What follows belongs to an exercise in optimizing a design on an open flow for small area; a production flow would make more cautious choices.
Only simulation tests tie the RTL to the original design; equivalence was not proved.
Power is estimated from default activity; no workload was simulated.

== the reference run ==
// wasm_ctrl_frame_stack
module wasm_ctrl_frame_stack #(
    parameter int DEPTH       = wasm_pkg::CTRL_STACK_DEPTH,
    parameter int ENTRY_W     = 64,
    parameter int FRAME_DEPTH = wasm_pkg::CALL_FRAME_DEPTH
) (
    input  logic                              clk,
    input  logic                              rst_n,
    input  logic                              op_valid,
    output logic                              op_ready,
    input  logic [2:0]                        op_code,
    input  logic [ENTRY_W-1:0]                op_data,
    input  logic [7:0]                        op_depth,
    input  logic                              err_clr,
    output logic [ENTRY_W-1:0]                top_data,
    output logic [ENTRY_W-1:0]                branch_target,
    output logic                              branch_ok,
    output logic [$clog2(DEPTH + 1)-1:0]      sp,
    output logic [$clog2(DEPTH + 1)-1:0]      frame_base,
    output logic [$clog2(FRAME_DEPTH + 1)-1:0] fp,
    output logic                              empty,
    output logic                              full,
    output logic                              err,
    output logic [2:0]                        err_code
);
  ...
==> flow/config.mk <==
export PLATFORM = sky130hd
export DESIGN_NAME = wasm_ctrl_frame_stack
export DESIGN_NICKNAME = wasm_ctrl_frame_stack
export VERILOG_FILES = /design/flow/design.v
export SDC_FILE = /design/flow/constraint.sdc
export NUM_CORES = 4
export LEC_CHECK = 0
export CAP_MARGIN = 30
export CELL_PAD_IN_SITES_DETAIL_PLACEMENT = 2
export CELL_PAD_IN_SITES_GLOBAL_PLACEMENT = 2
export CORE_MARGIN = 2
export CORE_UTILIZATION = 30
export CTS_BUF_LIST = sky130_fd_sc_hd__clkbuf_8
export CTS_CLUSTER_DIAMETER = 50
export CTS_CLUSTER_SIZE = 10
export PLACE_DENSITY = 0.4
export SETUP_SLACK_MARGIN = 0.5
export SLEW_MARGIN = 20
export SYNTH_HIERARCHICAL = 1
==> flow/constraint.sdc <==
create_clock -name core_clock -period 10.0 [get_ports {clk}]
set_input_delay 2.0000 -clock core_clock [delete_from_list [all_inputs] [get_ports {clk}]]
set_output_delay 2.0000 -clock core_clock [all_outputs]
set_load 0.01 [all_outputs]
standard.sh (not shown) runs the stock make flow with config.mk's settings and CLKGATE_MAP_FILE= SYNTH_SCRIPT=/design/flow/synth_recipe.tcl, a recipe that flattens the netlist after the stock synthesis.
==> flow/flow/run.sh <==
#!/bin/bash
# Layout flow: the standard ORFS flow (standard.sh, standard synthesis unchanged), with
# two choices changed:
#  - the port buffers that global placement inserts on every input and output use
#    sky130_fd_sc_hd__buf_2 instead of the default clock-delay buffer;
set -euo pipefail
export BUFFER_PORTS_ARGS="-buffer_cell sky130_fd_sc_hd__buf_2"
export CTS_ARGS="-sink_clustering_enable -repair_clock_nets -buf_list {sky130_fd_sc_hd__clkbuf_8} -sink_clustering_size 10 -sink_clustering_max_diameter 50 -dont_use_dummy_load"
bash standard.sh finish > flow_make.log 2>&1
#### Input delta (the trial run over the reference run)
-- flow/config.mk --
<<< the reference run, line 10
export CELL_PAD_IN_SITES_GLOBAL_PLACEMENT = 2
export CORE_MARGIN = 2
export CORE_UTILIZATION = 30
export CTS_BUF_LIST = sky130_fd_sc_hd__clkbuf_8
export CTS_CLUSTER_DIAMETER = 50
export CTS_CLUSTER_SIZE = 10
export PLACE_DENSITY = 0.4
export SETUP_SLACK_MARGIN = 0.5
export SLEW_MARGIN = 20
>>> the trial run, line 10
export CELL_PAD_IN_SITES_GLOBAL_PLACEMENT = 2
export CORE_MARGIN = 2
export CORE_UTILIZATION = 25
export CTS_BUF_LIST = sky130_fd_sc_hd__clkbuf_8
export CTS_CLUSTER_DIAMETER = 50
export CTS_CLUSTER_SIZE = 10
export PLACE_DENSITY = 0.35
export SETUP_SLACK_MARGIN = 0.5
export SLEW_MARGIN = 20
## What came out
- Compared with the reference run, the trial run instantiates a larger number of standard cells.
- Looking only at met3 wire length, and setting everything else aside, the lower value of the reference run and the trial run goes to the trial run.
- Capturing instance or port of the critical path = branch_target[57]: the trial run; capturing instance or port of the critical path = branch_target[47]: the reference run
- Per the comparison of the trial run with the reference run, power up 2.6%, number of top-level pins did not really move, leakage power figure rose by 1.3 nW, worst setup slack fell by 0.021 ns.

[separate check: timing with driven ports]
How much do the figures lean on ideal ports? The routed layouts below were timed once more, with nothing changed but the port constraints. Step 1: set_driving_cell puts a clkbuf_16 on clk and a buf_2 on each other input, an assumption about the parent block. Step 2 adds t to the input delays and takes it off the output delays; t is the mean of the earliest and latest rising clock arrival at the registers after step 1. Input paths then give back, and output paths get back, about the clock's delay inside the block. Slacks: ideal ports / drivers / drivers and shift; pairs: ideal ports / drivers.
run	t, ns	setup WS [ns]	hold WS [ns]	worst setup path after step 2
the reference run	1.424	0.461 / 0.428 / 0.428	0.451 / 0.451 / 0.451	input to output
the trial run	1.481	0.440 / 0.389 / 0.389	0.465 / 0.465 / 0.465	input to output
After both steps every run listed still meets setup and hold. The setup slack of the trial run, which loses most, moves by -0.051 ns with the drivers and by -0.051 ns with both steps.
